Background: an optimization exercise with open tools, aiming at small area and a short achievable clock period. Do not read the settings as production practice. RTL that was checked went through simulation tests only; none was proved equivalent to the original. The RTL of run 1 was laid out without a check of its function. Power figures rest on the tool's default switching activity, not on a simulated workload.

==> flow/design.v (outline; a module is shown in full before it is edited, if it fits) <==
// module apbRegs: 74 lines
// module countdownTimer: 44 lines
// module digitGlyph: 33 lines
// module sceneHitTest: 77 lines
// module barrelHits: 876 lines
// module fullAdder: 10 lines
// module halfAdder: 9 lines
// module pixelMixer: 13 lines
// module donkeyScreen: 51 lines
module donkeyScreen #(
    parameter int TimerStart      = 6059,
    parameter int FramesPerSecond = 60
) (
    input  logic                  frame_clk,
    input  logic                  reset,
    input  logic                  PSEL,
    input  logic                  PENABLE,
    input  logic                  PWRITE,
    input  logic [7:0]            PADDR,
    input  logic [15:0]           PWDATA,
    output logic [15:0]           PRDATA,
    output logic                  PREADY,
    output logic                  PSLVERR,
    input  logic                  frameStart,
    input  spritePkg::coordT      drawX,
    input  spritePkg::coordT      drawY,
    output spritePkg::colorT      rgb,
    output spritePkg::frameCountT timeLeft
);
  // ...
==> flow/run.sh <==
#!/bin/bash
# synth_recipe.tcl (not shown) runs the flow's synth.tcl, then flattens the netlist and writes it again
# the make line also repeats each setting of config.mk as NAME=value (left out here)
make -C /OpenROAD-flow-scripts/flow DESIGN_CONFIG=/design/flow/config.mk WORK_HOME=/design/flow/orfs CLKGATE_MAP_FILE= SYNTH_SCRIPT=/design/flow/synth_recipe.tcl finish
==> flow/config.mk <==
export PLATFORM = sky130hd
export DESIGN_NAME = donkeyScreen
export DESIGN_NICKNAME = donkeyScreen
export VERILOG_FILES = /design/flow/design.v
export SDC_FILE = /design/flow/constraint.sdc
export NUM_CORES = 4
export LEC_CHECK = 0
export CAP_MARGIN = 20
export CORE_MARGIN = 2
export CORE_UTILIZATION = 40
export SLEW_MARGIN = 20
export SYNTH_HIERARCHICAL = 1
export SYNTH_MINIMUM_KEEP_SIZE = 0
==> flow/constraint.sdc <==
create_clock -name core_clock -period 14.0 [get_ports {frame_clk}]
set_input_delay 2.8000 -clock core_clock [delete_from_list [all_inputs] [get_ports {frame_clk}]]
set_output_delay 2.8000 -clock core_clock [all_outputs]
set_load 0.01 [all_outputs]
==> impl_metrics.ini, run 1 <==
[placed_design]
portBuffers = 79

[sta]
min_period_ns = 8.547

[worst_hold_path]
hp-start = hitTest.digitHit
holdPathStages = 2

[synth]
synth_largest_area_cell = fa_1
synth.distinct_cells = 99
synth-main-ff-cell = dfrtp_1
yosys.area_share.simple = 0.1601

[floorplanning]
num_io_pins = 96
start_util = 0.4036
die-area_um2 = 41610
die_w_um = 204.0

[final_layout]
multi_input_area_share = 0.6899
clock_area_frac = 0.03486
largest_register_ffs = 13
regMostFlops = timer.count

[detailed_routing]
via_per_inst = 5.501
route.met2.wl_um = 20590
first_pass_iters = 5
totalWireLength_um = 41210

[power_and_ir_drop]
peakVddDrop_mv = 0.1165
clkPwrFrac = 0.165
power_mw = 2.745

[worst_setup_path]
reg2reg_depth = 22
cpMostUsedCell = fa_1
path_delay_family = compound AO/OA/AOI/OAI gates
required_ns = 14.32
cp-end-kind = flop

[grt]
met1_usage = 0.2696

[cts]
holdBufCountCts = 0
cts_buffer_depth = 2
postCtsSetupBuffers = 0

[run]
cap_violations = 0

[status]
status = complete, no violations
==> module apbRegs, before the edit <==
module apbRegs (
    input  logic             frame_clk,
    input  logic             reset,
    input  logic             PSEL,
    input  logic             PENABLE,
    input  logic             PWRITE,
    input  logic [7:0]       PADDR,
    input  logic [15:0]      PWDATA,
    output logic [15:0]      PRDATA,
    output logic             PREADY,
    output logic             PSLVERR,
    output spritePkg::coordT barrel0X,
    output spritePkg::coordT barrel0Y,
    output spritePkg::coordT barrel1X,
    output spritePkg::coordT barrel1Y,
    output spritePkg::coordT barrelSize,
    output logic             timerRestart
);
    localparam logic [9:0] OffScreen   = 10'd700;
    localparam logic [9:0] DefaultSize = 10'd8;
    logic       highZero;
    logic       addrMapped;
    logic [5:0] sel;
    logic       writeAcc;
    logic [4:0] pendSel;    
    logic [9:0] pendData;
    logic       pendHit;
    logic [9:0] regData;
    assign highZero   = (PADDR[7:5] == 3'd0) && (PADDR[1:0] == 2'd0);
    assign addrMapped = highZero && !(PADDR[4] && PADDR[3]);
    always_comb begin
        for (int i = 0; i < 6; i++) sel[i] = highZero && (PADDR[4:2] == 3'(i));
    end
    assign PREADY  = 1'b1;
    assign PSLVERR = ~addrMapped;
    assign regData = ({10{sel[0]}} & barrel0X) | ({10{sel[1]}} & barrel0Y)
                   | ({10{sel[2]}} & barrel1X) | ({10{sel[3]}} & barrel1Y)
                   | ({10{sel[4]}} & barrelSize);
    assign pendHit = |(sel[4:0] & pendSel);
    assign PRDATA  = {6'd0, pendHit ? pendData : regData};
    assign writeAcc = PSEL & PENABLE & PWRITE;
    always_ff @(posedge frame_clk) begin
        pendData <= PWDATA[9:0];
    end
    always_ff @(posedge frame_clk or posedge reset) begin
        if (reset) begin
            pendSel <= 5'd0;
        end else begin
            pendSel <= {5{writeAcc}} & sel[4:0];
        end
    end
    always_ff @(posedge frame_clk or posedge reset) begin
        if (reset) begin
            barrel0X   <= OffScreen;
            barrel0Y   <= OffScreen;
            barrel1X   <= OffScreen;
            barrel1Y   <= OffScreen;
            barrelSize <= DefaultSize;
        end else begin
            if (pendSel[0]) barrel0X   <= pendData;
            if (pendSel[1]) barrel0Y   <= pendData;
            if (pendSel[2]) barrel1X   <= pendData;
            if (pendSel[3]) barrel1Y   <= pendData;
            if (pendSel[4]) barrelSize <= pendData;
        end
    end
    always_ff @(posedge frame_clk or posedge reset) begin
        if (reset) begin
            timerRestart <= 1'b0;
        end else begin
            timerRestart <= writeAcc && sel[5] && PWDATA[0];
        end
    end
endmodule
==> run 2, diff against run 1 <==
==> flow/design.v (replaced) <==
package spritePkg;
    typedef logic [9:0] coordT;
    typedef logic [11:0] colorT;
    typedef logic [3:0] digitT;
    typedef logic [15:0] frameCountT;
    localparam colorT BarrelColor = 12'hD60;
    localparam colorT DigitColor  = 12'hFFF;
    localparam colorT GirderColor = 12'hB04;
    localparam colorT BackColor   = 12'h000;
    localparam int GirderCount = 7;
    localparam logic [GirderCount*10-1:0] GirderLeft = {
        10'd125, 10'd30, 10'd80, 10'd30, 10'd80, 10'd30, 10'd30
    };
    localparam logic [GirderCount*10-1:0] GirderRight = {
        10'd200, 10'd560, 10'd610, 10'd560, 10'd610, 10'd560, 10'd610
    };
    localparam logic [GirderCount*10-1:0] GirderTop = {
        10'd90, 10'd130, 10'd190, 10'd250, 10'd310, 10'd370, 10'd430
    };
    localparam logic [GirderCount*10-1:0] GirderBottom = {
        10'd100, 10'd140, 10'd200, 10'd260, 10'd320, 10'd380, 10'd440
    };
endpackage
`timescale 1ns/1ps
module apbRegs (
    input  logic             frame_clk,
    input  logic             reset,
    input  logic             PSEL,
    input  logic             PENABLE,
    input  logic             PWRITE,
    input  logic [7:0]       PADDR,
    input  logic [15:0]      PWDATA,
    output logic [15:0]      PRDATA,
    output logic             PREADY,
    output logic             PSLVERR,
    output spritePkg::coordT barrel0X,
    output spritePkg::coordT barrel0Y,
    output spritePkg::coordT barrel1X,
    output spritePkg::coordT barrel1Y,
    output spritePkg::coordT barrelSize,
    output logic             timerRestart
);
    localparam logic [9:0] OffScreen   = 10'd700;
    localparam logic [9:0] DefaultSize = 10'd8;
    logic       highZero;
    logic       addrMapped;
    logic [5:0] sel;
    logic       writeAcc;
    assign highZero   = (PADDR[7:5] == 3'd0) && (PADDR[1:0] == 2'd0);
    assign addrMapped = highZero && !(PADDR[4] && PADDR[3]);
    always_comb begin
        for (int i = 0; i < 6; i++) sel[i] = highZero && (PADDR[4:2] == 3'(i));
    end
    assign PREADY  = 1'b1;
    assign PSLVERR = ~addrMapped;
    assign PRDATA  = {6'd0, ({10{sel[0]}} & barrel0X) | ({10{sel[1]}} & barrel0Y)
                          | ({10{sel[2]}} & barrel1X) | ({10{sel[3]}} & barrel1Y)
                          | ({10{sel[4]}} & barrelSize)};
    assign writeAcc = PSEL & PENABLE & PWRITE;
    always_ff @(posedge frame_clk or posedge reset) begin
        if (reset) begin
            barrel0X   <= OffScreen;
            barrel0Y   <= OffScreen;
            barrel1X   <= OffScreen;
            barrel1Y   <= OffScreen;
            barrelSize <= DefaultSize;
        end else if (writeAcc) begin
            if (sel[0]) barrel0X   <= PWDATA[9:0];
            if (sel[1]) barrel0Y   <= PWDATA[9:0];
            if (sel[2]) barrel1X   <= PWDATA[9:0];
            if (sel[3]) barrel1Y   <= PWDATA[9:0];
            if (sel[4]) barrelSize <= PWDATA[9:0];
        end
    end
    always_ff @(posedge frame_clk or posedge reset) begin
        if (reset) begin
            timerRestart <= 1'b0;
        end else begin
            timerRestart <= writeAcc && sel[5] && PWDATA[0];
        end
    end
endmodule
`timescale 1ns/1ps
module countdownTimer (
    input  logic                  frame_clk,
    input  logic                  reset,
    input  logic                  frameStart,
    input  logic                  timerRestart,
    output spritePkg::frameCountT timeLeft,
    output logic                  hundreds,
    output spritePkg::digitT      tens,
    output spritePkg::digitT      ones
);
    localparam logic [12:0] TimerStart = 13'd6059;
    logic [12:0] count;
    logic [5:0]  frames;
    logic        tick;
    logic        secBorrow;
    logic        onesBorrow;
    logic        tensBorrow;
    assign timeLeft = {3'd0, count};
    assign tick       = frameStart && (count != 13'd0);
    assign secBorrow  = (frames == 6'd0);
    assign onesBorrow = secBorrow && (ones == 4'd0);
    assign tensBorrow = onesBorrow && (tens == 4'd0);
    always_ff @(posedge frame_clk or posedge reset) begin
        if (reset) begin
            count    <= TimerStart;
            frames   <= 6'd59;
            ones     <= 4'd0;
            tens     <= 4'd0;
            hundreds <= 1'b1;
        end else if (timerRestart) begin
            count    <= TimerStart;
            frames   <= 6'd59;
            ones     <= 4'd0;
            tens     <= 4'd0;
            hundreds <= 1'b1;
        end else if (tick) begin
            count  <= count - 13'd1;
            frames <= secBorrow ? 6'd59 : frames - 6'd1;
            if (secBorrow) ones <= (ones == 4'd0) ? 4'd9 : ones - 4'd1;
            if (onesBorrow) tens <= (tens == 4'd0) ? 4'd9 : tens - 4'd1;
            if (tensBorrow) hundreds <= 1'b0;
        end
    end
endmodule
`timescale 1ns/1ps
module digitGlyph (
    input  spritePkg::digitT digit,
    input  logic [2:0]       cellX,
    input  logic [3:0]       cellY,
    output logic             lit
);
    logic [6:0] segOn;
    logic [6:0] segArea;
    always_comb begin
        case (digit)
            4'd0:    segOn = 7'b1111110;
            4'd1:    segOn = 7'b0110000;
            4'd2:    segOn = 7'b1101101;
            4'd3:    segOn = 7'b1111001;
            4'd4:    segOn = 7'b0110011;
            4'd5:    segOn = 7'b1011011;
            4'd6:    segOn = 7'b1011111;
            4'd7:    segOn = 7'b1110000;
            4'd8:    segOn = 7'b1111111;
            4'd9:    segOn = 7'b1111011;
            default: segOn = 7'b0000000;
        endcase
    end
    assign segArea[6] = (cellY <= 4'd1) && (cellX >= 3'd1) && (cellX <= 3'd6);
    assign segArea[0] = (cellY >= 4'd7) && (cellY <= 4'd8)
                        && (cellX >= 3'd1) && (cellX <= 3'd6);
    assign segArea[3] = (cellY >= 4'd14) && (cellX >= 3'd1) && (cellX <= 3'd6);
    assign segArea[5] = (cellX >= 3'd6) && (cellY >= 4'd1) && (cellY <= 4'd7);
    assign segArea[1] = (cellX <= 3'd1) && (cellY >= 4'd1) && (cellY <= 4'd7);
    assign segArea[4] = (cellX >= 3'd6) && (cellY >= 4'd8) && (cellY <= 4'd14);
    assign segArea[2] = (cellX <= 3'd1) && (cellY >= 4'd8) && (cellY <= 4'd14);
    assign lit = |(segOn & segArea);
endmodule
`timescale 1ns/1ps
module sceneHitTest (
    input  logic             frame_clk,
    input  logic             reset,
    input  spritePkg::coordT drawX,
    input  spritePkg::coordT drawY,
    input  spritePkg::coordT barrel0X,
    input  spritePkg::coordT barrel0Y,
    input  spritePkg::coordT barrel1X,
    input  spritePkg::coordT barrel1Y,
    input  spritePkg::coordT barrelSize,
    input  logic             hundreds,
    input  spritePkg::digitT tens,
    input  spritePkg::digitT ones,
    output logic [1:0]       code
);
    spritePkg::coordT dist0X, dist0Y, dist1X, dist1Y;
    spritePkg::coordT dist0XNext, dist0YNext, dist1XNext, dist1YNext;
    logic [19:0] radSqNext;
    logic [19:0] radSqN;
    logic  distValid;
    logic  digitHit;
    logic  girderHit;
    logic  barrelNext;
    logic  girderNext;
    logic  digitNext;
    logic  inDigitArea;
    logic  glyphLit;
    spritePkg::digitT cellDigit;
    absDiff10 diff0X (.a (drawX), .b (barrel0X), .d (dist0XNext));
    absDiff10 diff0Y (.a (drawY), .b (barrel0Y), .d (dist0YNext));
    absDiff10 diff1X (.a (drawX), .b (barrel1X), .d (dist1XNext));
    absDiff10 diff1Y (.a (drawY), .b (barrel1Y), .d (dist1YNext));
    radiusSquare radSquare (.r (barrelSize), .sq (radSqNext));
    always_comb begin
        girderNext = 1'b0;
        for (int i = 0; i < spritePkg::GirderCount; i++) begin
            if ((drawX > spritePkg::GirderLeft[10*i +: 10]) && (drawX < spritePkg::GirderRight[10*i +: 10])
                    && (drawY >= spritePkg::GirderTop[10*i +: 10]) && (drawY <= spritePkg::GirderBottom[10*i +: 10])) begin
                girderNext = 1'b1;
            end
        end
    end
    assign inDigitArea = (drawX < 10'd24) && (drawY < 10'd16);
    always_comb begin
        case (drawX[4:3])
            2'd0:    cellDigit = {3'd0, hundreds};
            2'd1:    cellDigit = tens;
            default: cellDigit = ones;
        endcase
    end
    digitGlyph glyph (
        .digit (cellDigit),
        .cellX (drawX[2:0]),
        .cellY (drawY[3:0]),
        .lit   (glyphLit)
    );
    assign digitNext = inDigitArea & glyphLit;
    always_ff @(posedge frame_clk) begin
        dist0X <= dist0XNext;
        dist0Y <= dist0YNext;
        dist1X <= dist1XNext;
        dist1Y <= dist1YNext;
        radSqN <= ~radSqNext;
    end
    always_ff @(posedge frame_clk or posedge reset) begin
        if (reset) begin
            distValid <= 1'b0;
            digitHit  <= 1'b0;
            girderHit <= 1'b0;
        end else begin
            distValid <= 1'b1;
            digitHit  <= digitNext;
            girderHit <= girderNext;
        end
    end
    barrelHits circles (
        .a0x (dist0X), .a0y (dist0Y), .a1x (dist1X), .a1y (dist1Y),
        .radSqN (radSqN),
        .hit (barrelNext)
    );
    always_ff @(posedge frame_clk or posedge reset) begin
        if (reset) begin
            code <= 2'b00;
        end else begin
            code[1] <= (distValid & barrelNext) | digitHit;
            code[0] <= (distValid & barrelNext) | (~digitHit & girderHit);
        end
    end
endmodule
module barrelHits (
    input  logic [9:0] a0x,
    input  logic [9:0] a0y,
    input  logic [9:0] a1x,
    input  logic [9:0] a1y,
    input  logic [19:0] radSqN,   
    output logic       hit
);
    wire pp0 = a0x[0] & a0x[1];
    wire pp1 = a0x[0] & a0x[2];
    wire pp2 = a0x[0] & a0x[3];
    wire pp3 = a0x[0] & a0x[4];
    wire pp4 = a0x[0] & a0x[5];
    wire pp5 = a0x[0] & a0x[6];
    wire pp6 = a0x[0] & a0x[7];
    wire pp7 = a0x[0] & a0x[8];
    wire pp8 = a0x[0] & a0x[9];
    wire pp9 = a0x[1] & a0x[2];
    wire pp10 = a0x[1] & a0x[3];
    wire pp11 = a0x[1] & a0x[4];
    wire pp12 = a0x[1] & a0x[5];
    wire pp13 = a0x[1] & a0x[6];
    wire pp14 = a0x[1] & a0x[7];
    wire pp15 = a0x[1] & a0x[8];
    wire pp16 = a0x[1] & a0x[9];
    wire pp17 = a0x[2] & a0x[3];
    wire pp18 = a0x[2] & a0x[4];
    wire pp19 = a0x[2] & a0x[5];
    wire pp20 = a0x[2] & a0x[6];
    wire pp21 = a0x[2] & a0x[7];
    wire pp22 = a0x[2] & a0x[8];
    wire pp23 = a0x[2] & a0x[9];
    wire pp24 = a0x[3] & a0x[4];
    wire pp25 = a0x[3] & a0x[5];
    wire pp26 = a0x[3] & a0x[6];
    wire pp27 = a0x[3] & a0x[7];
    wire pp28 = a0x[3] & a0x[8];
    wire pp29 = a0x[3] & a0x[9];
    wire pp30 = a0x[4] & a0x[5];
    wire pp31 = a0x[4] & a0x[6];
    wire pp32 = a0x[4] & a0x[7];
    wire pp33 = a0x[4] & a0x[8];
    wire pp34 = a0x[4] & a0x[9];
    wire pp35 = a0x[5] & a0x[6];
    wire pp36 = a0x[5] & a0x[7];
    wire pp37 = a0x[5] & a0x[8];
    wire pp38 = a0x[5] & a0x[9];
    wire pp39 = a0x[6] & a0x[7];
    wire pp40 = a0x[6] & a0x[8];
    wire pp41 = a0x[6] & a0x[9];
    wire pp42 = a0x[7] & a0x[8];
    wire pp43 = a0x[7] & a0x[9];
    wire pp44 = a0x[8] & a0x[9];
    wire pp45 = a0y[0] & a0y[1];
    wire pp46 = a0y[0] & a0y[2];
    wire pp47 = a0y[0] & a0y[3];
    wire pp48 = a0y[0] & a0y[4];
    wire pp49 = a0y[0] & a0y[5];
    wire pp50 = a0y[0] & a0y[6];
    wire pp51 = a0y[0] & a0y[7];
    wire pp52 = a0y[0] & a0y[8];
    wire pp53 = a0y[0] & a0y[9];
    wire pp54 = a0y[1] & a0y[2];
    wire pp55 = a0y[1] & a0y[3];
    wire pp56 = a0y[1] & a0y[4];
    wire pp57 = a0y[1] & a0y[5];
    wire pp58 = a0y[1] & a0y[6];
    wire pp59 = a0y[1] & a0y[7];
    wire pp60 = a0y[1] & a0y[8];
    wire pp61 = a0y[1] & a0y[9];
    wire pp62 = a0y[2] & a0y[3];
    wire pp63 = a0y[2] & a0y[4];
    wire pp64 = a0y[2] & a0y[5];
    wire pp65 = a0y[2] & a0y[6];
    wire pp66 = a0y[2] & a0y[7];
    wire pp67 = a0y[2] & a0y[8];
    wire pp68 = a0y[2] & a0y[9];
    wire pp69 = a0y[3] & a0y[4];
    wire pp70 = a0y[3] & a0y[5];
    wire pp71 = a0y[3] & a0y[6];
    wire pp72 = a0y[3] & a0y[7];
    wire pp73 = a0y[3] & a0y[8];
    wire pp74 = a0y[3] & a0y[9];
    wire pp75 = a0y[4] & a0y[5];
    wire pp76 = a0y[4] & a0y[6];
    wire pp77 = a0y[4] & a0y[7];
    wire pp78 = a0y[4] & a0y[8];
    wire pp79 = a0y[4] & a0y[9];
    wire pp80 = a0y[5] & a0y[6];
    wire pp81 = a0y[5] & a0y[7];
    wire pp82 = a0y[5] & a0y[8];
    wire pp83 = a0y[5] & a0y[9];
    wire pp84 = a0y[6] & a0y[7];
    wire pp85 = a0y[6] & a0y[8];
    wire pp86 = a0y[6] & a0y[9];
    wire pp87 = a0y[7] & a0y[8];
    wire pp88 = a0y[7] & a0y[9];
    wire pp89 = a0y[8] & a0y[9];
    wire fs90, fc90;
    fullAdder u90 (.a(a0x[4]), .b(a0y[4]), .c(radSqN[8]), .s(fs90), .co(fc90));
    wire hs91, hc91;
    halfAdder u91 (.a(radSqN[9]), .b(pp7), .s(hs91), .co(hc91));
    wire fs92, fc92;
    fullAdder u92 (.a(a0x[5]), .b(a0y[5]), .c(radSqN[10]), .s(fs92), .co(fc92));
    wire fs93, fc93;
    fullAdder u93 (.a(pp8), .b(pp15), .c(pp21), .s(fs93), .co(fc93));
    wire hs94, hc94;
    halfAdder u94 (.a(pp26), .b(pp30), .s(hs94), .co(hc94));
    wire fs95, fc95;
    fullAdder u95 (.a(radSqN[11]), .b(pp16), .c(pp22), .s(fs95), .co(fc95));
    wire hs96, hc96;
    halfAdder u96 (.a(pp27), .b(pp31), .s(hs96), .co(hc96));
    wire fs97, fc97;
    fullAdder u97 (.a(a0x[6]), .b(a0y[6]), .c(radSqN[12]), .s(fs97), .co(fc97));
    wire fs98, fc98;
    fullAdder u98 (.a(pp23), .b(pp28), .c(pp32), .s(fs98), .co(fc98));
    wire hs99, hc99;
    halfAdder u99 (.a(a0x[2]), .b(a0y[2]), .s(hs99), .co(hc99));
    wire fs100, fc100;
    fullAdder u100 (.a(a0x[3]), .b(a0y[3]), .c(radSqN[6]), .s(fs100), .co(fc100));
    wire hs101, hc101;
    halfAdder u101 (.a(pp4), .b(pp11), .s(hs101), .co(hc101));
    wire fs102, fc102;
    fullAdder u102 (.a(radSqN[7]), .b(pp5), .c(pp12), .s(fs102), .co(fc102));
    wire hs103, hc103;
    halfAdder u103 (.a(pp18), .b(pp50), .s(hs103), .co(hc103));
    wire fs104, fc104;
    fullAdder u104 (.a(pp6), .b(pp13), .c(pp19), .s(fs104), .co(fc104));
    wire fs105, fc105;
    fullAdder u105 (.a(pp24), .b(pp51), .c(pp58), .s(fs105), .co(fc105));
    wire hs106, hc106;
    halfAdder u106 (.a(pp64), .b(pp69), .s(hs106), .co(hc106));
    wire fs107, fc107;
    fullAdder u107 (.a(pp14), .b(pp20), .c(pp25), .s(fs107), .co(fc107));
    wire fs108, fc108;
    fullAdder u108 (.a(pp52), .b(pp59), .c(pp65), .s(fs108), .co(fc108));
    wire fs109, fc109;
    fullAdder u109 (.a(pp70), .b(fc90), .c(hs91), .s(fs109), .co(fc109));
    wire fs110, fc110;
    fullAdder u110 (.a(pp53), .b(pp60), .c(pp66), .s(fs110), .co(fc110));
    wire fs111, fc111;
    fullAdder u111 (.a(pp71), .b(pp75), .c(hc91), .s(fs111), .co(fc111));
    wire fs112, fc112;
    fullAdder u112 (.a(fs92), .b(hs94), .c(fs93), .s(fs112), .co(fc112));
    wire fs113, fc113;
    fullAdder u113 (.a(pp61), .b(pp67), .c(pp72), .s(fs113), .co(fc113));
    wire fs114, fc114;
    fullAdder u114 (.a(pp76), .b(fc92), .c(hc94), .s(fs114), .co(fc114));
    wire fs115, fc115;
    fullAdder u115 (.a(hs96), .b(fc93), .c(fs95), .s(fs115), .co(fc115));
    wire fs116, fc116;
    fullAdder u116 (.a(pp35), .b(pp68), .c(pp73), .s(fs116), .co(fc116));
    wire fs117, fc117;
    fullAdder u117 (.a(pp77), .b(pp80), .c(hc96), .s(fs117), .co(fc117));
    wire fs118, fc118;
    fullAdder u118 (.a(fs97), .b(fc95), .c(fs98), .s(fs118), .co(fc118));
    wire fs119, fc119;
    fullAdder u119 (.a(radSqN[13]), .b(pp29), .c(pp33), .s(fs119), .co(fc119));
    wire fs120, fc120;
    fullAdder u120 (.a(pp36), .b(pp74), .c(pp78), .s(fs120), .co(fc120));
    wire fs121, fc121;
    fullAdder u121 (.a(pp81), .b(fc97), .c(fc98), .s(fs121), .co(fc121));
    wire fs122, fc122;
    fullAdder u122 (.a(a0x[7]), .b(a0y[7]), .c(radSqN[14]), .s(fs122), .co(fc122));
    wire fs123, fc123;
    fullAdder u123 (.a(pp34), .b(pp37), .c(pp39), .s(fs123), .co(fc123));
    wire fs124, fc124;
    fullAdder u124 (.a(pp79), .b(pp82), .c(pp84), .s(fs124), .co(fc124));
    wire fs125, fc125;
    fullAdder u125 (.a(radSqN[15]), .b(pp38), .c(pp40), .s(fs125), .co(fc125));
    wire fs126, fc126;
    fullAdder u126 (.a(a0x[8]), .b(a0y[8]), .c(radSqN[16]), .s(fs126), .co(fc126));
    wire hs127, hc127;
    halfAdder u127 (.a(a0x[1]), .b(a0y[1]), .s(hs127), .co(hc127));
    wire fs128, fc128;
    fullAdder u128 (.a(radSqN[4]), .b(pp2), .c(pp9), .s(fs128), .co(fc128));
    wire fs129, fc129;
    fullAdder u129 (.a(radSqN[5]), .b(pp3), .c(pp10), .s(fs129), .co(fc129));
    wire hs130, hc130;
    halfAdder u130 (.a(pp48), .b(pp55), .s(hs130), .co(hc130));
    wire fs131, fc131;
    fullAdder u131 (.a(pp17), .b(pp49), .c(pp56), .s(fs131), .co(fc131));
    wire fs132, fc132;
    fullAdder u132 (.a(pp62), .b(fs100), .c(hs101), .s(fs132), .co(fc132));
    wire fs133, fc133;
    fullAdder u133 (.a(pp57), .b(pp63), .c(fc100), .s(fs133), .co(fc133));
    wire fs134, fc134;
    fullAdder u134 (.a(hc101), .b(hs103), .c(fs102), .s(fs134), .co(fc134));
    wire fs135, fc135;
    fullAdder u135 (.a(hc103), .b(fs90), .c(hs106), .s(fs135), .co(fc135));
    wire fs136, fc136;
    fullAdder u136 (.a(fc102), .b(fs104), .c(fs105), .s(fs136), .co(fc136));
    wire fs137, fc137;
    fullAdder u137 (.a(hc106), .b(fc104), .c(fc105), .s(fs137), .co(fc137));
    wire fs138, fc138;
    fullAdder u138 (.a(fs107), .b(fs108), .c(fs109), .s(fs138), .co(fc138));
    wire fs139, fc139;
    fullAdder u139 (.a(fc107), .b(fc108), .c(fs110), .s(fs139), .co(fc139));
    wire fs140, fc140;
    fullAdder u140 (.a(fc109), .b(fs111), .c(fs112), .s(fs140), .co(fc140));
    wire fs141, fc141;
    fullAdder u141 (.a(fc110), .b(fs113), .c(fc111), .s(fs141), .co(fc141));
    wire fs142, fc142;
    fullAdder u142 (.a(fs114), .b(fc112), .c(fs115), .s(fs142), .co(fc142));
    wire fs143, fc143;
    fullAdder u143 (.a(fc113), .b(fs116), .c(fc114), .s(fs143), .co(fc143));
    wire fs144, fc144;
    fullAdder u144 (.a(fs117), .b(fc115), .c(fs118), .s(fs144), .co(fc144));
    wire fs145, fc145;
    fullAdder u145 (.a(fc116), .b(fs119), .c(fs120), .s(fs145), .co(fc145));
    wire fs146, fc146;
    fullAdder u146 (.a(fc117), .b(fc118), .c(fs121), .s(fs146), .co(fc146));
    wire fs147, fc147;
    fullAdder u147 (.a(fs122), .b(fc119), .c(fc120), .s(fs147), .co(fc147));
    wire fs148, fc148;
    fullAdder u148 (.a(fs123), .b(fs124), .c(fc121), .s(fs148), .co(fc148));
    wire fs149, fc149;
    fullAdder u149 (.a(pp83), .b(pp85), .c(fc122), .s(fs149), .co(fc149));
    wire fs150, fc150;
    fullAdder u150 (.a(fc123), .b(fc124), .c(fs125), .s(fs150), .co(fc150));
    wire fs151, fc151;
    fullAdder u151 (.a(pp41), .b(pp42), .c(pp86), .s(fs151), .co(fc151));
    wire fs152, fc152;
    fullAdder u152 (.a(pp87), .b(fs126), .c(fc125), .s(fs152), .co(fc152));
    wire fs153, fc153;
    fullAdder u153 (.a(radSqN[17]), .b(pp43), .c(pp88), .s(fs153), .co(fc153));
    wire fs154, fc154;
    fullAdder u154 (.a(a0x[9]), .b(a0y[9]), .c(radSqN[18]), .s(fs154), .co(fc154));
    wire hs155, hc155;
    halfAdder u155 (.a(radSqN[2]), .b(pp0), .s(hs155), .co(hc155));
    wire fs156, fc156;
    fullAdder u156 (.a(radSqN[3]), .b(pp1), .c(pp46), .s(fs156), .co(fc156));
    wire fs157, fc157;
    fullAdder u157 (.a(pp47), .b(pp54), .c(hs99), .s(fs157), .co(fc157));
    wire fs158, fc158;
    fullAdder u158 (.a(hc99), .b(hs130), .c(fc128), .s(fs158), .co(fc158));
    wire fs159, fc159;
    fullAdder u159 (.a(hc130), .b(fc129), .c(fs131), .s(fs159), .co(fc159));
    wire fs160, fc160;
    fullAdder u160 (.a(fc131), .b(fs133), .c(fc132), .s(fs160), .co(fc160));
    wire fs161, fc161;
    fullAdder u161 (.a(fc133), .b(fs135), .c(fc134), .s(fs161), .co(fc161));
    wire fs162, fc162;
    fullAdder u162 (.a(fc135), .b(fc136), .c(fs137), .s(fs162), .co(fc162));
    wire fs163, fc163;
    fullAdder u163 (.a(fc137), .b(fs139), .c(fc138), .s(fs163), .co(fc163));
    wire fs164, fc164;
    fullAdder u164 (.a(fc139), .b(fs141), .c(fc140), .s(fs164), .co(fc164));
    wire fs165, fc165;
    fullAdder u165 (.a(fc141), .b(fs143), .c(fc142), .s(fs165), .co(fc165));
    wire fs166, fc166;
    fullAdder u166 (.a(fs145), .b(fc143), .c(fc144), .s(fs166), .co(fc166));
    wire fs167, fc167;
    fullAdder u167 (.a(fc145), .b(fs147), .c(fc146), .s(fs167), .co(fc167));
    wire fs168, fc168;
    fullAdder u168 (.a(fs149), .b(fc147), .c(fs150), .s(fs168), .co(fc168));
    wire fs169, fc169;
    fullAdder u169 (.a(fs151), .b(fc149), .c(fc150), .s(fs169), .co(fc169));
    wire fs170, fc170;
    fullAdder u170 (.a(fc126), .b(fc151), .c(fs153), .s(fs170), .co(fc170));
    wire fs171, fc171;
    fullAdder u171 (.a(pp44), .b(pp89), .c(fs154), .s(fs171), .co(fc171));
    wire hs172, hc172;
    halfAdder u172 (.a(a0x[0]), .b(a0y[0]), .s(hs172), .co(hc172));
    wire hs173, hc173;
    halfAdder u173 (.a(pp45), .b(hs127), .s(hs173), .co(hc173));
    wire fs174, fc174;
    fullAdder u174 (.a(hc127), .b(hc155), .c(fs156), .s(fs174), .co(fc174));
    wire fs175, fc175;
    fullAdder u175 (.a(fc156), .b(fs128), .c(fs157), .s(fs175), .co(fc175));
    wire fs176, fc176;
    fullAdder u176 (.a(fs129), .b(fc157), .c(fs158), .s(fs176), .co(fc176));
    wire fs177, fc177;
    fullAdder u177 (.a(fc158), .b(fs132), .c(fs159), .s(fs177), .co(fc177));
    wire fs178, fc178;
    fullAdder u178 (.a(fc159), .b(fs134), .c(fs160), .s(fs178), .co(fc178));
    wire fs179, fc179;
    fullAdder u179 (.a(fs136), .b(fc160), .c(fs161), .s(fs179), .co(fc179));
    wire fs180, fc180;
    fullAdder u180 (.a(fc161), .b(fs138), .c(fs162), .s(fs180), .co(fc180));
    wire fs181, fc181;
    fullAdder u181 (.a(fc162), .b(fs140), .c(fs163), .s(fs181), .co(fc181));
    wire fs182, fc182;
    fullAdder u182 (.a(fs142), .b(fc163), .c(fs164), .s(fs182), .co(fc182));
    wire fs183, fc183;
    fullAdder u183 (.a(fs144), .b(fc164), .c(fs165), .s(fs183), .co(fc183));
    wire fs184, fc184;
    fullAdder u184 (.a(fs146), .b(fc165), .c(fs166), .s(fs184), .co(fc184));
    wire fs185, fc185;
    fullAdder u185 (.a(fs148), .b(fc166), .c(fs167), .s(fs185), .co(fc185));
    wire fs186, fc186;
    fullAdder u186 (.a(fc148), .b(fs168), .c(fc167), .s(fs186), .co(fc186));
    wire fs187, fc187;
    fullAdder u187 (.a(fs152), .b(fc168), .c(fs169), .s(fs187), .co(fc187));
    wire fs188, fc188;
    fullAdder u188 (.a(fc152), .b(fs170), .c(fc169), .s(fs188), .co(fc188));
    wire fs189, fc189;
    fullAdder u189 (.a(fc153), .b(fs171), .c(fc170), .s(fs189), .co(fc189));
    wire fs190, fc190;
    fullAdder u190 (.a(radSqN[19]), .b(fc154), .c(fc171), .s(fs190), .co(fc190));
    wire [19:0] b0A = {fc189, fc188, fc187, fc186, fc185, fc184, fc183, fc182, fc181, fc180, fc179, fc178, fc177, fc176, fc175, fc174, hc173, hs173, hc172, hs172};
    wire [19:0] b0B = {fs190, fs189, fs188, fs187, fs186, fs185, fs184, fs183, fs182, fs181, fs180, fs179, fs178, fs177, fs176, fs175, fs174, hs155, radSqN[1], radSqN[0]};
    wire [20:0] b0S = {1'b0, b0A} + {1'b0, b0B};
    wire b0hit = ~(fc190 | b0S[20]);
    wire pp191 = a1x[0] & a1x[1];
    wire pp192 = a1x[0] & a1x[2];
    wire pp193 = a1x[0] & a1x[3];
    wire pp194 = a1x[0] & a1x[4];
    wire pp195 = a1x[0] & a1x[5];
    wire pp196 = a1x[0] & a1x[6];
    wire pp197 = a1x[0] & a1x[7];
    wire pp198 = a1x[0] & a1x[8];
    wire pp199 = a1x[0] & a1x[9];
    wire pp200 = a1x[1] & a1x[2];
    wire pp201 = a1x[1] & a1x[3];
    wire pp202 = a1x[1] & a1x[4];
    wire pp203 = a1x[1] & a1x[5];
    wire pp204 = a1x[1] & a1x[6];
    wire pp205 = a1x[1] & a1x[7];
    wire pp206 = a1x[1] & a1x[8];
    wire pp207 = a1x[1] & a1x[9];
    wire pp208 = a1x[2] & a1x[3];
    wire pp209 = a1x[2] & a1x[4];
    wire pp210 = a1x[2] & a1x[5];
    wire pp211 = a1x[2] & a1x[6];
    wire pp212 = a1x[2] & a1x[7];
    wire pp213 = a1x[2] & a1x[8];
    wire pp214 = a1x[2] & a1x[9];
    wire pp215 = a1x[3] & a1x[4];
    wire pp216 = a1x[3] & a1x[5];
    wire pp217 = a1x[3] & a1x[6];
    wire pp218 = a1x[3] & a1x[7];
    wire pp219 = a1x[3] & a1x[8];
    wire pp220 = a1x[3] & a1x[9];
    wire pp221 = a1x[4] & a1x[5];
    wire pp222 = a1x[4] & a1x[6];
    wire pp223 = a1x[4] & a1x[7];
    wire pp224 = a1x[4] & a1x[8];
    wire pp225 = a1x[4] & a1x[9];
    wire pp226 = a1x[5] & a1x[6];
    wire pp227 = a1x[5] & a1x[7];
    wire pp228 = a1x[5] & a1x[8];
    wire pp229 = a1x[5] & a1x[9];
    wire pp230 = a1x[6] & a1x[7];
    wire pp231 = a1x[6] & a1x[8];
    wire pp232 = a1x[6] & a1x[9];
    wire pp233 = a1x[7] & a1x[8];
    wire pp234 = a1x[7] & a1x[9];
    wire pp235 = a1x[8] & a1x[9];
    wire pp236 = a1y[0] & a1y[1];
    wire pp237 = a1y[0] & a1y[2];
    wire pp238 = a1y[0] & a1y[3];
    wire pp239 = a1y[0] & a1y[4];
    wire pp240 = a1y[0] & a1y[5];
    wire pp241 = a1y[0] & a1y[6];
    wire pp242 = a1y[0] & a1y[7];
    wire pp243 = a1y[0] & a1y[8];
    wire pp244 = a1y[0] & a1y[9];
    wire pp245 = a1y[1] & a1y[2];
    wire pp246 = a1y[1] & a1y[3];
    wire pp247 = a1y[1] & a1y[4];
    wire pp248 = a1y[1] & a1y[5];
    wire pp249 = a1y[1] & a1y[6];
    wire pp250 = a1y[1] & a1y[7];
    wire pp251 = a1y[1] & a1y[8];
    wire pp252 = a1y[1] & a1y[9];
    wire pp253 = a1y[2] & a1y[3];
    wire pp254 = a1y[2] & a1y[4];
    wire pp255 = a1y[2] & a1y[5];
    wire pp256 = a1y[2] & a1y[6];
    wire pp257 = a1y[2] & a1y[7];
    wire pp258 = a1y[2] & a1y[8];
    wire pp259 = a1y[2] & a1y[9];
    wire pp260 = a1y[3] & a1y[4];
    wire pp261 = a1y[3] & a1y[5];
    wire pp262 = a1y[3] & a1y[6];
    wire pp263 = a1y[3] & a1y[7];
    wire pp264 = a1y[3] & a1y[8];
    wire pp265 = a1y[3] & a1y[9];
    wire pp266 = a1y[4] & a1y[5];
    wire pp267 = a1y[4] & a1y[6];
    wire pp268 = a1y[4] & a1y[7];
    wire pp269 = a1y[4] & a1y[8];
    wire pp270 = a1y[4] & a1y[9];
    wire pp271 = a1y[5] & a1y[6];
    wire pp272 = a1y[5] & a1y[7];
    wire pp273 = a1y[5] & a1y[8];
    wire pp274 = a1y[5] & a1y[9];
    wire pp275 = a1y[6] & a1y[7];
    wire pp276 = a1y[6] & a1y[8];
    wire pp277 = a1y[6] & a1y[9];
    wire pp278 = a1y[7] & a1y[8];
    wire pp279 = a1y[7] & a1y[9];
    wire pp280 = a1y[8] & a1y[9];
    wire fs281, fc281;
    fullAdder u281 (.a(a1x[4]), .b(a1y[4]), .c(radSqN[8]), .s(fs281), .co(fc281));
    wire hs282, hc282;
    halfAdder u282 (.a(radSqN[9]), .b(pp198), .s(hs282), .co(hc282));
    wire fs283, fc283;
    fullAdder u283 (.a(a1x[5]), .b(a1y[5]), .c(radSqN[10]), .s(fs283), .co(fc283));
    wire fs284, fc284;
    fullAdder u284 (.a(pp199), .b(pp206), .c(pp212), .s(fs284), .co(fc284));
    wire hs285, hc285;
    halfAdder u285 (.a(pp217), .b(pp221), .s(hs285), .co(hc285));
    wire fs286, fc286;
    fullAdder u286 (.a(radSqN[11]), .b(pp207), .c(pp213), .s(fs286), .co(fc286));
    wire hs287, hc287;
    halfAdder u287 (.a(pp218), .b(pp222), .s(hs287), .co(hc287));
    wire fs288, fc288;
    fullAdder u288 (.a(a1x[6]), .b(a1y[6]), .c(radSqN[12]), .s(fs288), .co(fc288));
    wire fs289, fc289;
    fullAdder u289 (.a(pp214), .b(pp219), .c(pp223), .s(fs289), .co(fc289));
    wire hs290, hc290;
    halfAdder u290 (.a(a1x[2]), .b(a1y[2]), .s(hs290), .co(hc290));
    wire fs291, fc291;
    fullAdder u291 (.a(a1x[3]), .b(a1y[3]), .c(radSqN[6]), .s(fs291), .co(fc291));
    wire hs292, hc292;
    halfAdder u292 (.a(pp195), .b(pp202), .s(hs292), .co(hc292));
    wire fs293, fc293;
    fullAdder u293 (.a(radSqN[7]), .b(pp196), .c(pp203), .s(fs293), .co(fc293));
    wire hs294, hc294;
    halfAdder u294 (.a(pp209), .b(pp241), .s(hs294), .co(hc294));
    wire fs295, fc295;
    fullAdder u295 (.a(pp197), .b(pp204), .c(pp210), .s(fs295), .co(fc295));
    wire fs296, fc296;
    fullAdder u296 (.a(pp215), .b(pp242), .c(pp249), .s(fs296), .co(fc296));
    wire hs297, hc297;
    halfAdder u297 (.a(pp255), .b(pp260), .s(hs297), .co(hc297));
    wire fs298, fc298;
    fullAdder u298 (.a(pp205), .b(pp211), .c(pp216), .s(fs298), .co(fc298));
    wire fs299, fc299;
    fullAdder u299 (.a(pp243), .b(pp250), .c(pp256), .s(fs299), .co(fc299));
    wire fs300, fc300;
    fullAdder u300 (.a(pp261), .b(fc281), .c(hs282), .s(fs300), .co(fc300));
    wire fs301, fc301;
    fullAdder u301 (.a(pp244), .b(pp251), .c(pp257), .s(fs301), .co(fc301));
    wire fs302, fc302;
    fullAdder u302 (.a(pp262), .b(pp266), .c(hc282), .s(fs302), .co(fc302));
    wire fs303, fc303;
    fullAdder u303 (.a(fs283), .b(hs285), .c(fs284), .s(fs303), .co(fc303));
    wire fs304, fc304;
    fullAdder u304 (.a(pp252), .b(pp258), .c(pp263), .s(fs304), .co(fc304));
    wire fs305, fc305;
    fullAdder u305 (.a(pp267), .b(fc283), .c(hc285), .s(fs305), .co(fc305));
    wire fs306, fc306;
    fullAdder u306 (.a(hs287), .b(fc284), .c(fs286), .s(fs306), .co(fc306));
    wire fs307, fc307;
    fullAdder u307 (.a(pp226), .b(pp259), .c(pp264), .s(fs307), .co(fc307));
    wire fs308, fc308;
    fullAdder u308 (.a(pp268), .b(pp271), .c(hc287), .s(fs308), .co(fc308));
    wire fs309, fc309;
    fullAdder u309 (.a(fs288), .b(fc286), .c(fs289), .s(fs309), .co(fc309));
    wire fs310, fc310;
    fullAdder u310 (.a(radSqN[13]), .b(pp220), .c(pp224), .s(fs310), .co(fc310));
    wire fs311, fc311;
    fullAdder u311 (.a(pp227), .b(pp265), .c(pp269), .s(fs311), .co(fc311));
    wire fs312, fc312;
    fullAdder u312 (.a(pp272), .b(fc288), .c(fc289), .s(fs312), .co(fc312));
    wire fs313, fc313;
    fullAdder u313 (.a(a1x[7]), .b(a1y[7]), .c(radSqN[14]), .s(fs313), .co(fc313));
    wire fs314, fc314;
    fullAdder u314 (.a(pp225), .b(pp228), .c(pp230), .s(fs314), .co(fc314));
    wire fs315, fc315;
    fullAdder u315 (.a(pp270), .b(pp273), .c(pp275), .s(fs315), .co(fc315));
    wire fs316, fc316;
    fullAdder u316 (.a(radSqN[15]), .b(pp229), .c(pp231), .s(fs316), .co(fc316));
    wire fs317, fc317;
    fullAdder u317 (.a(a1x[8]), .b(a1y[8]), .c(radSqN[16]), .s(fs317), .co(fc317));
    wire hs318, hc318;
    halfAdder u318 (.a(a1x[1]), .b(a1y[1]), .s(hs318), .co(hc318));
    wire fs319, fc319;
    fullAdder u319 (.a(radSqN[4]), .b(pp193), .c(pp200), .s(fs319), .co(fc319));
    wire fs320, fc320;
    fullAdder u320 (.a(radSqN[5]), .b(pp194), .c(pp201), .s(fs320), .co(fc320));
    wire hs321, hc321;
    halfAdder u321 (.a(pp239), .b(pp246), .s(hs321), .co(hc321));
    wire fs322, fc322;
    fullAdder u322 (.a(pp208), .b(pp240), .c(pp247), .s(fs322), .co(fc322));
    wire fs323, fc323;
    fullAdder u323 (.a(pp253), .b(fs291), .c(hs292), .s(fs323), .co(fc323));
    wire fs324, fc324;
    fullAdder u324 (.a(pp248), .b(pp254), .c(fc291), .s(fs324), .co(fc324));
    wire fs325, fc325;
    fullAdder u325 (.a(hc292), .b(hs294), .c(fs293), .s(fs325), .co(fc325));
    wire fs326, fc326;
    fullAdder u326 (.a(hc294), .b(fs281), .c(hs297), .s(fs326), .co(fc326));
    wire fs327, fc327;
    fullAdder u327 (.a(fc293), .b(fs295), .c(fs296), .s(fs327), .co(fc327));
    wire fs328, fc328;
    fullAdder u328 (.a(hc297), .b(fc295), .c(fc296), .s(fs328), .co(fc328));
    wire fs329, fc329;
    fullAdder u329 (.a(fs298), .b(fs299), .c(fs300), .s(fs329), .co(fc329));
    wire fs330, fc330;
    fullAdder u330 (.a(fc298), .b(fc299), .c(fs301), .s(fs330), .co(fc330));
    wire fs331, fc331;
    fullAdder u331 (.a(fc300), .b(fs302), .c(fs303), .s(fs331), .co(fc331));
    wire fs332, fc332;
    fullAdder u332 (.a(fc301), .b(fs304), .c(fc302), .s(fs332), .co(fc332));
    wire fs333, fc333;
    fullAdder u333 (.a(fs305), .b(fc303), .c(fs306), .s(fs333), .co(fc333));
    wire fs334, fc334;
    fullAdder u334 (.a(fc304), .b(fs307), .c(fc305), .s(fs334), .co(fc334));
    wire fs335, fc335;
    fullAdder u335 (.a(fs308), .b(fc306), .c(fs309), .s(fs335), .co(fc335));
    wire fs336, fc336;
    fullAdder u336 (.a(fc307), .b(fs310), .c(fs311), .s(fs336), .co(fc336));
    wire fs337, fc337;
    fullAdder u337 (.a(fc308), .b(fc309), .c(fs312), .s(fs337), .co(fc337));
    wire fs338, fc338;
    fullAdder u338 (.a(fs313), .b(fc310), .c(fc311), .s(fs338), .co(fc338));
    wire fs339, fc339;
    fullAdder u339 (.a(fs314), .b(fs315), .c(fc312), .s(fs339), .co(fc339));
    wire fs340, fc340;
    fullAdder u340 (.a(pp274), .b(pp276), .c(fc313), .s(fs340), .co(fc340));
    wire fs341, fc341;
    fullAdder u341 (.a(fc314), .b(fc315), .c(fs316), .s(fs341), .co(fc341));
    wire fs342, fc342;
    fullAdder u342 (.a(pp232), .b(pp233), .c(pp277), .s(fs342), .co(fc342));
    wire fs343, fc343;
    fullAdder u343 (.a(pp278), .b(fs317), .c(fc316), .s(fs343), .co(fc343));
    wire fs344, fc344;
    fullAdder u344 (.a(radSqN[17]), .b(pp234), .c(pp279), .s(fs344), .co(fc344));
    wire fs345, fc345;
    fullAdder u345 (.a(a1x[9]), .b(a1y[9]), .c(radSqN[18]), .s(fs345), .co(fc345));
    wire hs346, hc346;
    halfAdder u346 (.a(radSqN[2]), .b(pp191), .s(hs346), .co(hc346));
    wire fs347, fc347;
    fullAdder u347 (.a(radSqN[3]), .b(pp192), .c(pp237), .s(fs347), .co(fc347));
    wire fs348, fc348;
    fullAdder u348 (.a(pp238), .b(pp245), .c(hs290), .s(fs348), .co(fc348));
    wire fs349, fc349;
    fullAdder u349 (.a(hc290), .b(hs321), .c(fc319), .s(fs349), .co(fc349));
    wire fs350, fc350;
    fullAdder u350 (.a(hc321), .b(fc320), .c(fs322), .s(fs350), .co(fc350));
    wire fs351, fc351;
    fullAdder u351 (.a(fc322), .b(fs324), .c(fc323), .s(fs351), .co(fc351));
    wire fs352, fc352;
    fullAdder u352 (.a(fc324), .b(fs326), .c(fc325), .s(fs352), .co(fc352));
    wire fs353, fc353;
    fullAdder u353 (.a(fc326), .b(fc327), .c(fs328), .s(fs353), .co(fc353));
    wire fs354, fc354;
    fullAdder u354 (.a(fc328), .b(fs330), .c(fc329), .s(fs354), .co(fc354));
    wire fs355, fc355;
    fullAdder u355 (.a(fc330), .b(fs332), .c(fc331), .s(fs355), .co(fc355));
    wire fs356, fc356;
    fullAdder u356 (.a(fc332), .b(fs334), .c(fc333), .s(fs356), .co(fc356));
    wire fs357, fc357;
    fullAdder u357 (.a(fs336), .b(fc334), .c(fc335), .s(fs357), .co(fc357));
    wire fs358, fc358;
    fullAdder u358 (.a(fc336), .b(fs338), .c(fc337), .s(fs358), .co(fc358));
    wire fs359, fc359;
    fullAdder u359 (.a(fs340), .b(fc338), .c(fs341), .s(fs359), .co(fc359));
    wire fs360, fc360;
    fullAdder u360 (.a(fs342), .b(fc340), .c(fc341), .s(fs360), .co(fc360));
    wire fs361, fc361;
    fullAdder u361 (.a(fc317), .b(fc342), .c(fs344), .s(fs361), .co(fc361));
    wire fs362, fc362;
    fullAdder u362 (.a(pp235), .b(pp280), .c(fs345), .s(fs362), .co(fc362));
    wire hs363, hc363;
    halfAdder u363 (.a(a1x[0]), .b(a1y[0]), .s(hs363), .co(hc363));
    wire hs364, hc364;
    halfAdder u364 (.a(pp236), .b(hs318), .s(hs364), .co(hc364));
    wire fs365, fc365;
    fullAdder u365 (.a(hc318), .b(hc346), .c(fs347), .s(fs365), .co(fc365));
    wire fs366, fc366;
    fullAdder u366 (.a(fc347), .b(fs319), .c(fs348), .s(fs366), .co(fc366));
    wire fs367, fc367;
    fullAdder u367 (.a(fs320), .b(fc348), .c(fs349), .s(fs367), .co(fc367));
    wire fs368, fc368;
    fullAdder u368 (.a(fc349), .b(fs323), .c(fs350), .s(fs368), .co(fc368));
    wire fs369, fc369;
    fullAdder u369 (.a(fc350), .b(fs325), .c(fs351), .s(fs369), .co(fc369));
    wire fs370, fc370;
    fullAdder u370 (.a(fs327), .b(fc351), .c(fs352), .s(fs370), .co(fc370));
    wire fs371, fc371;
    fullAdder u371 (.a(fc352), .b(fs329), .c(fs353), .s(fs371), .co(fc371));
    wire fs372, fc372;
    fullAdder u372 (.a(fc353), .b(fs331), .c(fs354), .s(fs372), .co(fc372));
    wire fs373, fc373;
    fullAdder u373 (.a(fs333), .b(fc354), .c(fs355), .s(fs373), .co(fc373));
    wire fs374, fc374;
    fullAdder u374 (.a(fs335), .b(fc355), .c(fs356), .s(fs374), .co(fc374));
    wire fs375, fc375;
    fullAdder u375 (.a(fs337), .b(fc356), .c(fs357), .s(fs375), .co(fc375));
    wire fs376, fc376;
    fullAdder u376 (.a(fs339), .b(fc357), .c(fs358), .s(fs376), .co(fc376));
    wire fs377, fc377;
    fullAdder u377 (.a(fc339), .b(fs359), .c(fc358), .s(fs377), .co(fc377));
    wire fs378, fc378;
    fullAdder u378 (.a(fs343), .b(fc359), .c(fs360), .s(fs378), .co(fc378));
    wire fs379, fc379;
    fullAdder u379 (.a(fc343), .b(fs361), .c(fc360), .s(fs379), .co(fc379));
    wire fs380, fc380;
    fullAdder u380 (.a(fc344), .b(fs362), .c(fc361), .s(fs380), .co(fc380));
    wire fs381, fc381;
    fullAdder u381 (.a(radSqN[19]), .b(fc345), .c(fc362), .s(fs381), .co(fc381));
    wire [19:0] b1A = {fc380, fc379, fc378, fc377, fc376, fc375, fc374, fc373, fc372, fc371, fc370, fc369, fc368, fc367, fc366, fc365, hc364, hs364, hc363, hs363};
    wire [19:0] b1B = {fs381, fs380, fs379, fs378, fs377, fs376, fs375, fs374, fs373, fs372, fs371, fs370, fs369, fs368, fs367, fs366, fs365, hs346, radSqN[1], radSqN[0]};
    wire [20:0] b1S = {1'b0, b1A} + {1'b0, b1B};
    wire b1hit = ~(fc381 | b1S[20]);
    assign hit = b0hit | b1hit;
endmodule
module radiusSquare (
    input  logic [9:0]  r,
    output logic [19:0] sq
);
    wire pp0 = r[0] & r[1];
    wire pp1 = r[0] & r[2];
    wire pp2 = r[0] & r[3];
    wire pp3 = r[0] & r[4];
    wire pp4 = r[0] & r[5];
    wire pp5 = r[0] & r[6];
    wire pp6 = r[0] & r[7];
    wire pp7 = r[0] & r[8];
    wire pp8 = r[0] & r[9];
    wire pp9 = r[1] & r[2];
    wire pp10 = r[1] & r[3];
    wire pp11 = r[1] & r[4];
    wire pp12 = r[1] & r[5];
    wire pp13 = r[1] & r[6];
    wire pp14 = r[1] & r[7];
    wire pp15 = r[1] & r[8];
    wire pp16 = r[1] & r[9];
    wire pp17 = r[2] & r[3];
    wire pp18 = r[2] & r[4];
    wire pp19 = r[2] & r[5];
    wire pp20 = r[2] & r[6];
    wire pp21 = r[2] & r[7];
    wire pp22 = r[2] & r[8];
    wire pp23 = r[2] & r[9];
    wire pp24 = r[3] & r[4];
    wire pp25 = r[3] & r[5];
    wire pp26 = r[3] & r[6];
    wire pp27 = r[3] & r[7];
    wire pp28 = r[3] & r[8];
    wire pp29 = r[3] & r[9];
    wire pp30 = r[4] & r[5];
    wire pp31 = r[4] & r[6];
    wire pp32 = r[4] & r[7];
    wire pp33 = r[4] & r[8];
    wire pp34 = r[4] & r[9];
    wire pp35 = r[5] & r[6];
    wire pp36 = r[5] & r[7];
    wire pp37 = r[5] & r[8];
    wire pp38 = r[5] & r[9];
    wire pp39 = r[6] & r[7];
    wire pp40 = r[6] & r[8];
    wire pp41 = r[6] & r[9];
    wire pp42 = r[7] & r[8];
    wire pp43 = r[7] & r[9];
    wire pp44 = r[8] & r[9];
    wire hs45, hc45;
    halfAdder u45 (.a(r[4]), .b(pp6), .s(hs45), .co(hc45));
    wire hs46, hc46;
    halfAdder u46 (.a(pp7), .b(pp14), .s(hs46), .co(hc46));
    wire fs47, fc47;
    fullAdder u47 (.a(r[5]), .b(pp8), .c(pp15), .s(fs47), .co(fc47));
    wire hs48, hc48;
    halfAdder u48 (.a(pp21), .b(pp26), .s(hs48), .co(hc48));
    wire fs49, fc49;
    fullAdder u49 (.a(pp16), .b(pp22), .c(pp27), .s(fs49), .co(fc49));
    wire fs50, fc50;
    fullAdder u50 (.a(r[6]), .b(pp23), .c(pp28), .s(fs50), .co(fc50));
    wire hs51, hc51;
    halfAdder u51 (.a(r[3]), .b(pp4), .s(hs51), .co(hc51));
    wire hs52, hc52;
    halfAdder u52 (.a(pp5), .b(pp12), .s(hs52), .co(hc52));
    wire fs53, fc53;
    fullAdder u53 (.a(pp13), .b(pp19), .c(pp24), .s(fs53), .co(fc53));
    wire fs54, fc54;
    fullAdder u54 (.a(pp20), .b(pp25), .c(hc45), .s(fs54), .co(fc54));
    wire fs55, fc55;
    fullAdder u55 (.a(pp30), .b(hc46), .c(hs48), .s(fs55), .co(fc55));
    wire fs56, fc56;
    fullAdder u56 (.a(pp31), .b(hc48), .c(fc47), .s(fs56), .co(fc56));
    wire fs57, fc57;
    fullAdder u57 (.a(pp32), .b(pp35), .c(fc49), .s(fs57), .co(fc57));
    wire fs58, fc58;
    fullAdder u58 (.a(pp29), .b(pp33), .c(pp36), .s(fs58), .co(fc58));
    wire fs59, fc59;
    fullAdder u59 (.a(r[7]), .b(pp34), .c(pp37), .s(fs59), .co(fc59));
    wire hs60, hc60;
    halfAdder u60 (.a(r[2]), .b(pp2), .s(hs60), .co(hc60));
    wire hs61, hc61;
    halfAdder u61 (.a(pp3), .b(pp10), .s(hs61), .co(hc61));
    wire fs62, fc62;
    fullAdder u62 (.a(pp11), .b(pp17), .c(hs51), .s(fs62), .co(fc62));
    wire fs63, fc63;
    fullAdder u63 (.a(pp18), .b(hc51), .c(hs52), .s(fs63), .co(fc63));
    wire fs64, fc64;
    fullAdder u64 (.a(hc52), .b(hs45), .c(fs53), .s(fs64), .co(fc64));
    wire fs65, fc65;
    fullAdder u65 (.a(hs46), .b(fc53), .c(fs54), .s(fs65), .co(fc65));
    wire fs66, fc66;
    fullAdder u66 (.a(fs47), .b(fc54), .c(fs55), .s(fs66), .co(fc66));
    wire fs67, fc67;
    fullAdder u67 (.a(fs49), .b(fc55), .c(fs56), .s(fs67), .co(fc67));
    wire fs68, fc68;
    fullAdder u68 (.a(fs50), .b(fc56), .c(fs57), .s(fs68), .co(fc68));
    wire fs69, fc69;
    fullAdder u69 (.a(fc50), .b(fs58), .c(fc57), .s(fs69), .co(fc69));
    wire fs70, fc70;
    fullAdder u70 (.a(pp39), .b(fc58), .c(fs59), .s(fs70), .co(fc70));
    wire fs71, fc71;
    fullAdder u71 (.a(pp38), .b(pp40), .c(fc59), .s(fs71), .co(fc71));
    wire fs72, fc72;
    fullAdder u72 (.a(r[8]), .b(pp41), .c(pp42), .s(fs72), .co(fc72));
    wire [19:0] rqA = {1'b0, r[9], fc72, fc71, fc70, fc69, fc68, fc67, fc66, fc65, fc64, fc63, fc62, hc61, hc60, hs60, pp1, r[1], 1'b0, r[0]};
    wire [19:0] rqB = {1'b0, pp44, pp43, fs72, fs71, fs70, fs69, fs68, fs67, fs66, fs65, fs64, fs63, fs62, hs61, pp9, 1'b0, pp0, 1'b0, 1'b0};
    assign sq = rqA + rqB;
endmodule
module absDiff10 (
    input  logic [9:0] a,
    input  logic [9:0] b,
    output logic [9:0] d
);
    wire [9:0] dp = ~(a ^ b);
    wire [9:0] dg = a & ~b;
    wire dG0_1 = dg[1] | (dp[1] & dg[0]);
    wire dP0_1 = dp[1] & dp[0];
    wire dG0_3 = dg[3] | (dp[3] & dg[2]);
    wire dP0_3 = dp[3] & dp[2];
    wire dG0_5 = dg[5] | (dp[5] & dg[4]);
    wire dP0_5 = dp[5] & dp[4];
    wire dG0_7 = dg[7] | (dp[7] & dg[6]);
    wire dP0_7 = dp[7] & dp[6];
    wire dG0_9 = dg[9] | (dp[9] & dg[8]);
    wire dP0_9 = dp[9] & dp[8];
    wire dG1_2 = dg[2] | (dp[2] & dG0_1);
    wire dP1_2 = dp[2] & dP0_1;
    wire dG1_3 = dG0_3 | (dP0_3 & dG0_1);
    wire dP1_3 = dP0_3 & dP0_1;
    wire dG1_6 = dg[6] | (dp[6] & dG0_5);
    wire dP1_6 = dp[6] & dP0_5;
    wire dG1_7 = dG0_7 | (dP0_7 & dG0_5);
    wire dP1_7 = dP0_7 & dP0_5;
    wire dG2_4 = dg[4] | (dp[4] & dG1_3);
    wire dP2_4 = dp[4] & dP1_3;
    wire dG2_5 = dG0_5 | (dP0_5 & dG1_3);
    wire dP2_5 = dP0_5 & dP1_3;
    wire dG2_6 = dG1_6 | (dP1_6 & dG1_3);
    wire dP2_6 = dP1_6 & dP1_3;
    wire dG2_7 = dG1_7 | (dP1_7 & dG1_3);
    wire dP2_7 = dP1_7 & dP1_3;
    wire dG3_8 = dg[8] | (dp[8] & dG2_7);
    wire dP3_8 = dp[8] & dP2_7;
    wire dG3_9 = dG0_9 | (dP0_9 & dG2_7);
    wire dP3_9 = dP0_9 & dP2_7;
    wire do0 = dG3_9 ? (dp[0] ^ 1'b1) : ~(dp[0] ^ 1'b0);
    wire do1 = dG3_9 ? (dp[1] ^ (dg[0] | dp[0])) : ~(dp[1] ^ dg[0]);
    wire do2 = dG3_9 ? (dp[2] ^ (dG0_1 | dP0_1)) : ~(dp[2] ^ dG0_1);
    wire do3 = dG3_9 ? (dp[3] ^ (dG1_2 | dP1_2)) : ~(dp[3] ^ dG1_2);
    wire do4 = dG3_9 ? (dp[4] ^ (dG1_3 | dP1_3)) : ~(dp[4] ^ dG1_3);
    wire do5 = dG3_9 ? (dp[5] ^ (dG2_4 | dP2_4)) : ~(dp[5] ^ dG2_4);
    wire do6 = dG3_9 ? (dp[6] ^ (dG2_5 | dP2_5)) : ~(dp[6] ^ dG2_5);
    wire do7 = dG3_9 ? (dp[7] ^ (dG2_6 | dP2_6)) : ~(dp[7] ^ dG2_6);
    wire do8 = dG3_9 ? (dp[8] ^ (dG2_7 | dP2_7)) : ~(dp[8] ^ dG2_7);
    wire do9 = dG3_9 ? (dp[9] ^ (dG3_8 | dP3_8)) : ~(dp[9] ^ dG3_8);
    assign d = {do9, do8, do7, do6, do5, do4, do3, do2, do1, do0};
endmodule
module fullAdder (
    input  logic a,
    input  logic b,
    input  logic c,
    output logic s,
    output logic co
);
    assign s  = a ^ b ^ c;
    assign co = (a & b) | (a & c) | (b & c);
endmodule
module halfAdder (
    input  logic a,
    input  logic b,
    output logic s,
    output logic co
);
    assign s  = a ^ b;
    assign co = a & b;
endmodule
`timescale 1ns/1ps
module pixelMixer (
    input  logic [1:0]       code,
    output spritePkg::colorT rgb
);
    logic anyHit, digit, barrelOrDigit, digitOrGirder;
    assign anyHit        = code[1] | code[0];
    assign digit         = code[1] & ~code[0];
    assign barrelOrDigit = code[1];
    assign digitOrGirder = code[1] ^ code[0];
    assign rgb = {anyHit, barrelOrDigit, digitOrGirder, anyHit,
                  digit, barrelOrDigit, barrelOrDigit, digit,
                  digit, digitOrGirder, digit, digit};
endmodule
`timescale 1ns/1ps
module donkeyScreen #(
    parameter int TimerStart      = 6059,
    parameter int FramesPerSecond = 60
) (
    input  logic                  frame_clk,
    input  logic                  reset,
    input  logic                  PSEL,
    input  logic                  PENABLE,
    input  logic                  PWRITE,
    input  logic [7:0]            PADDR,
    input  logic [15:0]           PWDATA,
    output logic [15:0]           PRDATA,
    output logic                  PREADY,
    output logic                  PSLVERR,
    input  logic                  frameStart,
    input  spritePkg::coordT      drawX,
    input  spritePkg::coordT      drawY,
    output spritePkg::colorT      rgb,
    output spritePkg::frameCountT timeLeft
);
    spritePkg::coordT barrel0X;
    spritePkg::coordT barrel0Y;
    spritePkg::coordT barrel1X;
    spritePkg::coordT barrel1Y;
    spritePkg::coordT barrelSize;
    logic  timerRestart;
    logic  hundreds;
    spritePkg::digitT tens;
    spritePkg::digitT ones;
    logic [1:0] code;
    apbRegs regs (
        .frame_clk, .reset,
        .PSEL, .PENABLE, .PWRITE, .PADDR, .PWDATA,
        .PRDATA, .PREADY, .PSLVERR,
        .barrel0X, .barrel0Y, .barrel1X, .barrel1Y, .barrelSize,
        .timerRestart
    );
    countdownTimer timer (
        .frame_clk, .reset, .frameStart, .timerRestart,
        .timeLeft, .hundreds, .tens, .ones
    );
    sceneHitTest hitTest (
        .frame_clk, .reset, .drawX, .drawY,
        .barrel0X, .barrel0Y, .barrel1X, .barrel1Y, .barrelSize,
        .hundreds, .tens, .ones,
        .code
    );
    pixelMixer mixer (
        .code, .rgb
    );
endmodule
==> flow/flow/run.sh (new file) <==
#!/bin/bash
# The standard layout, with plain buffers on the ports instead of the delay cells
# that port buffering picks by default; each tool's output goes to its own log under orfs/logs
set -euo pipefail
bash standard.sh finish BUFFER_PORTS_ARGS="-buffer_cell sky130_fd_sc_hd__buf_2" > make_finish.log 2>&1
==> flow/standard.sh (new file) <==
#!/bin/bash
# synth_recipe.tcl (not shown) runs the flow's synth.tcl, then flattens the netlist and writes it again
# the make line also repeats each setting of config.mk as NAME=value (left out here)
make -C /OpenROAD-flow-scripts/flow DESIGN_CONFIG=/design/flow/config.mk WORK_HOME=/design/flow/orfs CLKGATE_MAP_FILE= SYNTH_SCRIPT=/design/flow/synth_recipe.tcl "${@:-finish}"
removed: flow/run.sh
==> impl_metrics.ini, run 2 <==
[final_layout]
mostFrequentLayoutCells = and2_1 (225), fa_1 (215), ha_1 (144)
drive_gt1_frac = 0.1613
regMostFlops = hitTest.radSqN
final_cells = 2194
antenna_cells = 0
reg_top3 = hitTest.radSqN x20, timer.count x13
largest_register_ffs = 20
final_nets = 2051

[cts]
cts_tree = built
htreeDepth = 4
cts_made_buffers = 17
cts_buffer_depth = 2
clk_latency_ns = 0.44
clock-sinks = 144
postCtsSetupBuffers = 0
holdBufCountCts = 0
cts_resized = 0

[grt]
grt_max_degree = 52
grt-busiest-layer = met2
use_met2 = 0.3338
antenna_found_initial = 0
gr-usage-all-layers = 0.1911
use_met3 = 0.01586
met1_usage = 0.2534

[floorplanning]
die_h_um = 209.7
start_util = 0.4044
core_um2 = 41850
die_w_um = 209.7
num_io_pins = 96
die-area_um2 = 43970

[detailed_routing]
via_per_inst = 5.337
totalWireLength_um = 40000
drc = 0
first_pass_iters = 5
via_count = 11710

[placed_design]
gp_congestion = 0.8832
hpwl_um = 32400
portBuffers = 79
dp.cells = 2162

[worst_hold_path]
hold_path.class = reg -> reg

[sta]
skew_ns = 0.01111
fin_setup_tns_ns = 0
min_period_ns = 7.122
finalHoldViolCount = 0
maxSlewHeadroom = 0.4216
slew_violations = 0
rsz0062_at_grt = no
fmax_mhz = 140.4
tightest_slew_ns = 0.8567

[worst_setup_path]
critPathLaunchType = primary input
path_delay_family = simple AND/OR/NAND/NOR gates
required_ns = 11.20
cp_max_fo = 21
crit_chain = buf_2 -> nor3b_1 -> nand2_1 -> a21oi_1 -> buf_2
cp-end-kind = output port
crit_type = in -> out
cpMostUsedCell = buf_2

[synth]
yosys_register_bits = 144
synth_largest_area_cell = fa_1
synthTopCellsByArea = fa_1 (25%), ha_1 (11%), and2_1 (8.3%), dfxtp_1 (7.1%), dfrtp_1 (6.5%)
synth_edf_count = 0
synth.distinct_cells = 93
synth_top_area_frac = 0.2543
synthTopCellsByCount = and2_1 (225), fa_1 (215), ha_1 (144)
synth-main-ff-cell = dfxtp_1
async_flop_share = 0.5833

[status]
status = complete, no violations

[power_and_ir_drop]
power_mw = 2.734
p_leak_nw = 7.913
peakVddDrop_mv = 0.1206

[run]
cap_violations = 0
## run 2: cell types whose count changed in the layout (fill, tap and decap cells not counted), moves of 12 or more
cell	previous run	this run
inv_1	129	115
xnor2_2	16	0
nand2_1	59	89
clkdlybuf4s50_1	79	0
buf_2	0	79
mux2_2	55	70
dfxtp_1	30	60
and2_1	46	225
nor2b_1	19	7
nor2_1	234	45
xor2_1	21	40
## run 2: routing by layer
layer  routed length [um]  part of all wire  up-vias
met4                  926             0.023        0
li1                     -                 -     5579
met5                    0                 0        -
met2                19850              0.50      175
met3                  773             0.019       41
met1                18450              0.46     5914
## run 2: worst paths after layout
path,startpoint,cells after the start,slack [ns],to
max in group asynchronous,reset,2,10.89,regs.barrelSize[4]
worst min-delay path,hitTest.digitHit,1,0.45,hitTest.code[0]
worst max register to register,hitTest.dist1X[8],14,9.13,hitTest.code[0]
worst max-delay path,PADDR[3],5,6.88,PRDATA[7]
worst min register to register,hitTest.digitHit,1,0.45,hitTest.code[0]
min in group asynchronous,reset,2,2.32,hitTest.digitHit
## run 2: cells by family (layout without fill, tap and decap cells)
group,after synthesis,in the layout,share of synthesized area
compound gates,254,254,0.1104
xor+xnor,47,47,0.02432
fa+ha+maj,359,359,0.3608
buf+inv,214,230,0.06890
flops,144,144,0.1981
mux,94,94,0.06077
other cells,5,12,0.001109
simple gates,515,515,0.1756
## run 2: final cells by class
class / count / area [um2] / area share
flip-flops and latches: 144 / 3353 / 0.1870
well taps: 539 / 674.4 / 0.03762
repair buffers: 82 / 417.9 / 0.02331
multi-input cells: 1281 / 12430 / 0.6934
clock inverters: 13 / 161.4 / 0.009003
inverters: 116 / 436.7 / 0.02436
clock buffers: 19 / 454.2 / 0.02533
## run 2: per-module statistics from Yosys, one instance, submodules excluded, a selection
module	cells	copies in the design	area (um2)
fullAdder	1	199	20.02
radiusSquare	155	1	1085
halfAdder	1	31	12.51
sceneHitTest	167	1	1933
apbRegs	192	1	2544
countdownTimer	185	1	1772
pixelMixer	17	1	126.4
digitGlyph	48	1	341.6
barrelHits	278	1	1923
absDiff10	90	4	706.9
## run 2: where the power goes
group | internal, mW | total [mW] | switching [mW]
combinational | 0.780 | 1.68 | 0.898
sequential | 0.476 | 0.573 | 0.0970
clock | 0.280 | 0.482 | 0.202
total | 1.54 | 2.73 | 1.20
## run 2: stage by stage
step / cell area (um2) / utilization
finish: 17930 / 0.4284
global route: 17930 / 0.4284
CTS: 17930 / 0.4283
detailed placement: 17310 / 0.4136
global placement: 17310 / 0.4136
floorplan: 16950 / -

Setup slack of run 2, layout unchanged: 6.878 ns with ideal ports, 6.854 ns with driving cells assumed (clock clkbuf_16, inputs buf_2), 6.854 ns with port delays also shifted by the 0.479 ns mid clock arrival.
